Background: an optimization exercise with open tools, aiming at small area. Do not read the settings as production practice.
Only simulation tests tie the RTL to the original design; equivalence was not proved.

==> flow/design.v <==
package piezo_mon_pkg;
    localparam logic [6:0] ADDR_PERIOD = 7'h60;
    localparam logic [6:0] ADDR_STATUS = 7'h61;
    localparam logic [6:0] ADDR_CTRL   = 7'h62;
    localparam int RD_VALID_BIT = 31;
    localparam int ST_FRAME_LSB = 16;
    localparam int ST_STATE_LSB = 1;
    localparam int ST_LOST_BIT  = 0;
    localparam int CTRL_EN_BIT  = 0;
    localparam int CTRL_CLR_BIT = 1;
    typedef enum logic [1:0] {
        IDLE     = 2'd0,
        WAIT_REF = 2'd1,
        MEASURE  = 2'd2
    } mon_state_t;
endpackage
module piezo_mon_rd_aoi3 (
    input  logic [2:0] sel,
    input  logic [2:0] d,
    output logic       y_n
);
    assign y_n = ~((sel[0] & d[0]) | (sel[1] & d[1]) | (sel[2] & d[2]));
endmodule
module piezo_mon_rd_aoi2 (
    input  logic [1:0] sel,
    input  logic [1:0] d,
    output logic       y_n
);
    assign y_n = ~((sel[0] & d[0]) | (sel[1] & d[1]));
endmodule
module piezo_phase_monitor #(
    parameter int NUM_CH = 89,
    parameter int CNT_W  = 16
) (
    input  logic              clk,
    input  logic              reset,
    input  logic [NUM_CH-1:0] piezo_in,
    input  logic              ref_in,
    input  logic [6:0]        avs_address,
    input  logic              avs_read,
    output logic [31:0]       avs_readdata,
    input  logic              avs_write,
    input  logic [31:0]       avs_writedata,
    output logic              frame_done
);
    piezo_mon_pkg::mon_state_t state_q, state_d;
    logic             rs0_q;
    logic             rs1_q, rs2_q, ref_rise_q;
    logic [CNT_W-1:0] cnt1_q, cnt1_d;      
    logic             hold_q, hold_d;
    logic             enable_q, enable_d;
    logic             ref_lost_q, ref_lost_d;
    logic [15:0]      frame_cnt_q, frame_cnt_d;
    logic [CNT_W-1:0] period_q, period_d;
    logic             frame_done_q;
    logic             pub_q, pub_n_q, pub_next;
    logic             init_q;      
    logic [31:0]      rdata_q, rdata_d;
    logic             armed, stopped, sat, ctrl_wr, ref_rise_d;
    logic             g_ref, g_arm, g_keep;
    logic [CNT_W-1:0] phase_pub [NUM_CH];
    logic [NUM_CH-1:0] valid_pub;
    always_comb begin
        armed   = (state_q == piezo_mon_pkg::MEASURE);
        stopped = !enable_q || (state_q == piezo_mon_pkg::IDLE);
        sat     = armed && !ref_rise_q && (cnt1_q == '0);
        g_ref   = ref_rise_q && !stopped;
        g_arm   = armed && enable_q && !ref_rise_q && !sat;
        g_keep  = !stopped && !sat && !ref_rise_q;
    end
    always_comb begin
        state_d = state_q;
        if (!enable_q) begin
            state_d = piezo_mon_pkg::IDLE;
        end else begin
            case (state_q)
                piezo_mon_pkg::IDLE:     state_d = piezo_mon_pkg::WAIT_REF;
                piezo_mon_pkg::WAIT_REF: if (ref_rise_q) state_d = piezo_mon_pkg::MEASURE;
                piezo_mon_pkg::MEASURE:  if (sat) state_d = piezo_mon_pkg::WAIT_REF;
                default:  state_d = piezo_mon_pkg::IDLE;
            endcase
        end
    end
    always_comb begin
        ref_rise_d = rs1_q & ~rs2_q;
        cnt1_d     = cnt1_q + CNT_W'(1);
        hold_d     = hold_q;
        if (stopped || ref_rise_q) begin
            cnt1_d = CNT_W'(1);
            hold_d = 1'b0;
        end else if (sat) begin
            cnt1_d = CNT_W'(1);
            hold_d = 1'b1;
        end else if (hold_q) begin
            cnt1_d = CNT_W'(1);
        end
        ctrl_wr     = avs_write && (avs_address == piezo_mon_pkg::ADDR_CTRL);
        enable_d    = ctrl_wr ? avs_writedata[piezo_mon_pkg::CTRL_EN_BIT] : enable_q;
        ref_lost_d  = ref_lost_q | sat;
        frame_cnt_d = frame_cnt_q + 16'(pub_q);
        if (ctrl_wr && avs_writedata[piezo_mon_pkg::CTRL_CLR_BIT]) begin
            ref_lost_d  = 1'b0;
            frame_cnt_d = '0;
        end
        period_d    = pub_q ? cnt1_q : period_q;
        pub_next    = (state_d == piezo_mon_pkg::MEASURE) && enable_d && ref_rise_d;
    end
    localparam int NUM_GRP = (NUM_CH + 2) / 3;
    logic [7:0]           a_lo;
    logic [15:0]          a_hi;
    logic [3*NUM_GRP-1:0] ch_sel;
    logic [CNT_W:0]       grp_n [NUM_GRP];
    logic [CNT_W:0]       ch_rd;
    always_comb begin
        for (int j = 0; j < 8; j++)  a_lo[j] = (avs_address[2:0] == 3'(j));
        for (int k = 0; k < 16; k++) a_hi[k] = (avs_address[6:3] == 4'(k));
        ch_sel = '0;
        for (int i = 0; i < NUM_CH; i++) ch_sel[i] = a_hi[i/8] & a_lo[i%8];
    end
    for (genvar g = 0; g < NUM_GRP; g++) begin : g_rd
        localparam int N = (NUM_CH - 3*g < 3) ? NUM_CH - 3*g : 3;
        for (genvar b = 0; b <= CNT_W; b++) begin : g_bit
            logic [N-1:0] dd;
            for (genvar k = 0; k < N; k++) begin : g_in
                if (b == CNT_W) begin : g_valid
                    assign dd[k] = valid_pub[3*g+k];
                end else begin : g_phase
                    assign dd[k] = phase_pub[3*g+k][b];
                end
            end
            if (N == 3) begin : g_3
                piezo_mon_rd_aoi3 u_aoi (.sel(ch_sel[3*g +: 3]), .d(dd), .y_n(grp_n[g][b]));
            end else if (N == 2) begin : g_2
                piezo_mon_rd_aoi2 u_aoi (.sel(ch_sel[3*g +: 2]), .d(dd), .y_n(grp_n[g][b]));
            end else begin : g_1
                assign grp_n[g][b] = ~(ch_sel[3*g] & dd[0]);
            end
        end
    end
    always_comb begin
        ch_rd = '1;
        for (int g = 0; g < NUM_GRP; g++) ch_rd = ch_rd & grp_n[g];
        ch_rd = ~ch_rd;
    end
    always_comb begin
        rdata_d = rdata_q;
        if (avs_read) begin
            rdata_d = '0;
            if (avs_address < 7'(NUM_CH)) begin
                rdata_d[piezo_mon_pkg::RD_VALID_BIT] = ch_rd[CNT_W] & init_q;
                rdata_d[CNT_W-1:0] = ch_rd[CNT_W-1:0] & {CNT_W{init_q}};
            end else if (avs_address == piezo_mon_pkg::ADDR_PERIOD) begin
                rdata_d[CNT_W-1:0] = period_q;
            end else if (avs_address == piezo_mon_pkg::ADDR_STATUS) begin
                rdata_d[piezo_mon_pkg::ST_FRAME_LSB +: 16] = frame_cnt_q;
                rdata_d[piezo_mon_pkg::ST_STATE_LSB +: 2]  = state_q;
                rdata_d[piezo_mon_pkg::ST_LOST_BIT]        = ref_lost_q;
            end else if (avs_address == piezo_mon_pkg::ADDR_CTRL) begin
                rdata_d[piezo_mon_pkg::CTRL_EN_BIT] = enable_q;
            end
        end
    end
    always_ff @(posedge clk or posedge reset) begin
        if (reset) begin
            state_q      <= piezo_mon_pkg::IDLE;
            rs0_q        <= 1'b0;
            enable_q     <= 1'b0;
            ref_lost_q   <= 1'b0;
            frame_cnt_q  <= '0;
            period_q     <= '0;
            frame_done_q <= 1'b0;
            pub_q        <= 1'b0;
            pub_n_q      <= 1'b0;
            init_q       <= 1'b0;
            rdata_q      <= '0;
        end else begin
            state_q      <= state_d;
            rs0_q        <= ref_in;
            enable_q     <= enable_d;
            ref_lost_q   <= ref_lost_d;
            frame_cnt_q  <= frame_cnt_d;
            period_q     <= period_d;
            frame_done_q <= pub_q;
            pub_q        <= pub_next;
            pub_n_q      <= ~pub_next;
            init_q       <= 1'b1;
            rdata_q      <= rdata_d;
        end
    end
    always_ff @(posedge clk) begin
        rs1_q      <= rs0_q;
        rs2_q      <= rs1_q;
        ref_rise_q <= ref_rise_d;
        cnt1_q     <= cnt1_d;
        hold_q     <= hold_d;
    end
    for (genvar i = 0; i < NUM_CH; i++) begin : g_ch
        logic             s0_q;
        logic             s1_q, s2_q, s3_q, rise;
        logic             seen_q, valid_q;
        logic [CNT_W-1:0] cap_q, phase_q;
        logic             ld_cnt, ld_any, hold;
        always_comb begin
            rise   = s2_q & ~s3_q;
            ld_cnt = g_arm & rise & ~seen_q;
            ld_any = ~init_q | (rise & (g_ref | (g_arm & ~seen_q)));
            hold   = ~ld_any;
        end
        always_ff @(posedge clk or posedge reset) begin
            if (reset) s0_q <= 1'b0;
            else       s0_q <= piezo_in[i];
        end
        always_ff @(posedge clk) begin
            s1_q    <= s0_q;
            s2_q    <= s1_q;
            s3_q    <= s2_q;
            seen_q  <= ld_any | (g_keep & seen_q);
            cap_q   <= ({CNT_W{ld_cnt}} & cnt1_q) | ({CNT_W{hold}} & cap_q);
            phase_q <= ({CNT_W{pub_q}} & cap_q) | ({CNT_W{pub_n_q}} & phase_q);
            valid_q <= (pub_q & seen_q) | (pub_n_q & valid_q);
        end
        assign phase_pub[i] = phase_q;
        assign valid_pub[i] = valid_q;
    end
    assign avs_readdata = rdata_q;
    assign frame_done   = frame_done_q;
endmodule
clock: 10.0 ns
lec_check: 0
cap_margin: 10
core_margin: 2
core_utilization: 65
cts_buf_list: sky130_fd_sc_hd__clkbuf_8
cts_cluster_diameter: 60
cts_cluster_size: 18
slew_margin: 10
synth_hierarchical: 1
synth_minimum_keep_size: 0
standard.sh (not shown) runs the stock make flow with config.mk's settings and CLKGATE_MAP_FILE= SYNTH_SCRIPT=/design/flow/synth_recipe.tcl, a recipe that flattens the netlist after the stock synthesis.
==> flow/flow/run.sh <==
#!/bin/bash
set -euo pipefail
export CTS_ARGS="-sink_clustering_enable -repair_clock_nets -sink_clustering_size 18 -sink_clustering_max_diameter 60 -buf_list sky130_fd_sc_hd__clkbuf_8 -dont_use_dummy_load"
export BUFFER_PORTS_ARGS="-buffer_cell sky130_fd_sc_hd__buf_1"
bash standard.sh > standard.log 2>&1
Rerun with:
--- a/flow/design.v
+++ b/flow/design.v
@@ -14,6 +14,24 @@
         MEASURE  = 2'd2
     } mon_state_t;
 endpackage
+module piezo_mon_ctl (
+    input  logic s2,
+    input  logic s3,
+    input  logic seen,
+    input  logic g_ref,
+    input  logic g_arm,
+    input  logic g_keep,
+    input  logic g_init,
+    output logic fresh,
+    output logic hold,
+    output logic seen_d
+);
+    logic rise;
+    assign rise   = s2 & ~s3;
+    assign fresh  = rise & ~seen;
+    assign hold   = ~(~g_init | (rise & g_ref) | (fresh & g_arm));
+    assign seen_d = ~hold | (g_keep & seen);
+endmodule
 module piezo_mon_rd_aoi3 (
     input  logic [2:0] sel,
     input  logic [2:0] d,
@@ -58,6 +76,7 @@
     logic [31:0]      rdata_q, rdata_d;
     logic             armed, stopped, sat, ctrl_wr, ref_rise_d;
     logic             g_ref, g_arm, g_keep;
+    logic [CNT_W-1:0] cnt1_arm;            
     logic [CNT_W-1:0] phase_pub [NUM_CH];
     logic [NUM_CH-1:0] valid_pub;
     always_comb begin
@@ -67,6 +86,7 @@
         g_ref   = ref_rise_q && !stopped;
         g_arm   = armed && enable_q && !ref_rise_q && !sat;
         g_keep  = !stopped && !sat && !ref_rise_q;
+        cnt1_arm = cnt1_q & {CNT_W{g_arm}};
     end
     always_comb begin
         state_d = state_q;
@@ -102,7 +122,8 @@
             ref_lost_d  = 1'b0;
             frame_cnt_d = '0;
         end
-        period_d    = pub_q ? cnt1_q : period_q;
+        if (!init_q) frame_cnt_d = '0;
+        period_d    = ({CNT_W{pub_q}} & cnt1_q) | ({CNT_W{pub_n_q & init_q}} & period_q);
         pub_next    = (state_d == piezo_mon_pkg::MEASURE) && enable_d && ref_rise_d;
     end
     localparam int NUM_GRP = (NUM_CH + 2) / 3;
@@ -150,9 +171,9 @@
                 rdata_d[piezo_mon_pkg::RD_VALID_BIT] = ch_rd[CNT_W] & init_q;
                 rdata_d[CNT_W-1:0] = ch_rd[CNT_W-1:0] & {CNT_W{init_q}};
             end else if (avs_address == piezo_mon_pkg::ADDR_PERIOD) begin
-                rdata_d[CNT_W-1:0] = period_q;
+                rdata_d[CNT_W-1:0] = period_q & {CNT_W{init_q}};
             end else if (avs_address == piezo_mon_pkg::ADDR_STATUS) begin
-                rdata_d[piezo_mon_pkg::ST_FRAME_LSB +: 16] = frame_cnt_q;
+                rdata_d[piezo_mon_pkg::ST_FRAME_LSB +: 16] = frame_cnt_q & {16{init_q}};
                 rdata_d[piezo_mon_pkg::ST_STATE_LSB +: 2]  = state_q;
                 rdata_d[piezo_mon_pkg::ST_LOST_BIT]        = ref_lost_q;
             end else if (avs_address == piezo_mon_pkg::ADDR_CTRL) begin
@@ -166,8 +187,6 @@
             rs0_q        <= 1'b0;
             enable_q     <= 1'b0;
             ref_lost_q   <= 1'b0;
-            frame_cnt_q  <= '0;
-            period_q     <= '0;
             frame_done_q <= 1'b0;
             pub_q        <= 1'b0;
             pub_n_q      <= 1'b0;
@@ -178,8 +197,6 @@
             rs0_q        <= ref_in;
             enable_q     <= enable_d;
             ref_lost_q   <= ref_lost_d;
-            frame_cnt_q  <= frame_cnt_d;
-            period_q     <= period_d;
             frame_done_q <= pub_q;
             pub_q        <= pub_next;
             pub_n_q      <= ~pub_next;
@@ -188,6 +205,8 @@
         end
     end
     always_ff @(posedge clk) begin
+        frame_cnt_q <= frame_cnt_d;
+        period_q    <= period_d;
         rs1_q      <= rs0_q;
         rs2_q      <= rs1_q;
         ref_rise_q <= ref_rise_d;
@@ -196,16 +215,22 @@
     end
     for (genvar i = 0; i < NUM_CH; i++) begin : g_ch
         logic             s0_q;
-        logic             s1_q, s2_q, s3_q, rise;
+        logic             s1_q, s2_q, s3_q;
         logic             seen_q, valid_q;
         logic [CNT_W-1:0] cap_q, phase_q;
-        logic             ld_cnt, ld_any, hold;
-        always_comb begin
-            rise   = s2_q & ~s3_q;
-            ld_cnt = g_arm & rise & ~seen_q;
-            ld_any = ~init_q | (rise & (g_ref | (g_arm & ~seen_q)));
-            hold   = ~ld_any;
-        end
+        logic             fresh, hold, seen_d;
+        piezo_mon_ctl u_ctl (
+            .s2     (s2_q),
+            .s3     (s3_q),
+            .seen   (seen_q),
+            .g_ref  (g_ref),
+            .g_arm  (g_arm),
+            .g_keep (g_keep),
+            .g_init (init_q),
+            .fresh  (fresh),
+            .hold   (hold),
+            .seen_d (seen_d)
+        );
         always_ff @(posedge clk or posedge reset) begin
             if (reset) s0_q <= 1'b0;
             else       s0_q <= piezo_in[i];
@@ -214,8 +239,8 @@
             s1_q    <= s0_q;
             s2_q    <= s1_q;
             s3_q    <= s2_q;
-            seen_q  <= ld_any | (g_keep & seen_q);
-            cap_q   <= ({CNT_W{ld_cnt}} & cnt1_q) | ({CNT_W{hold}} & cap_q);
+            seen_q  <= seen_d;
+            cap_q   <= ({CNT_W{fresh}} & cnt1_arm) | ({CNT_W{hold}} & cap_q);
             phase_q <= ({CNT_W{pub_q}} & cap_q) | ({CNT_W{pub_n_q}} & phase_q);
             valid_q <= (pub_q & seen_q) | (pub_n_q & valid_q);
         end
Outcome:
- The changed run finished with timing, DRC and antenna clean
- cell area decreases by 0.99%
- synthesized cell count decreases by about 1%
- die area barely changes
- core utilization decreases by 0.61 points
- worst setup slack gets better by 630 ps

[afterwards: timing with drivers on the ports]
No port has a modelled driver above. Below, the same layouts with a new extraction and two added sets of constraints.
Step 1 sets driving cells, clkbuf_16 on the clock port and buf_2 on the other inputs (assumed; they add their load-dependent delay and slew).
Step 2 moves the port delays by t, midway between the first and last clock arrival at a register: inputs arrive t later, outputs are due t later. That takes back most of the time a late clock gives input paths.
a / b / c = no drivers / after step 1 / after step 2; a / b = the first two.
| run | t, ns | setup slack, ns | cell pins on the clock port's net |
|---|---|---|---|
| the first run | 1.122 | 3.778 / 3.758 / 2.636 | 1 |
| the second run | 1.079 | 4.405 / 4.280 / 3.201 | 1 |
After both steps setup and hold are still met in every run listed. For the second run, which loses most, drivers alone change the setup slack by -0.125 ns; drivers and shift together by -1.204 ns.
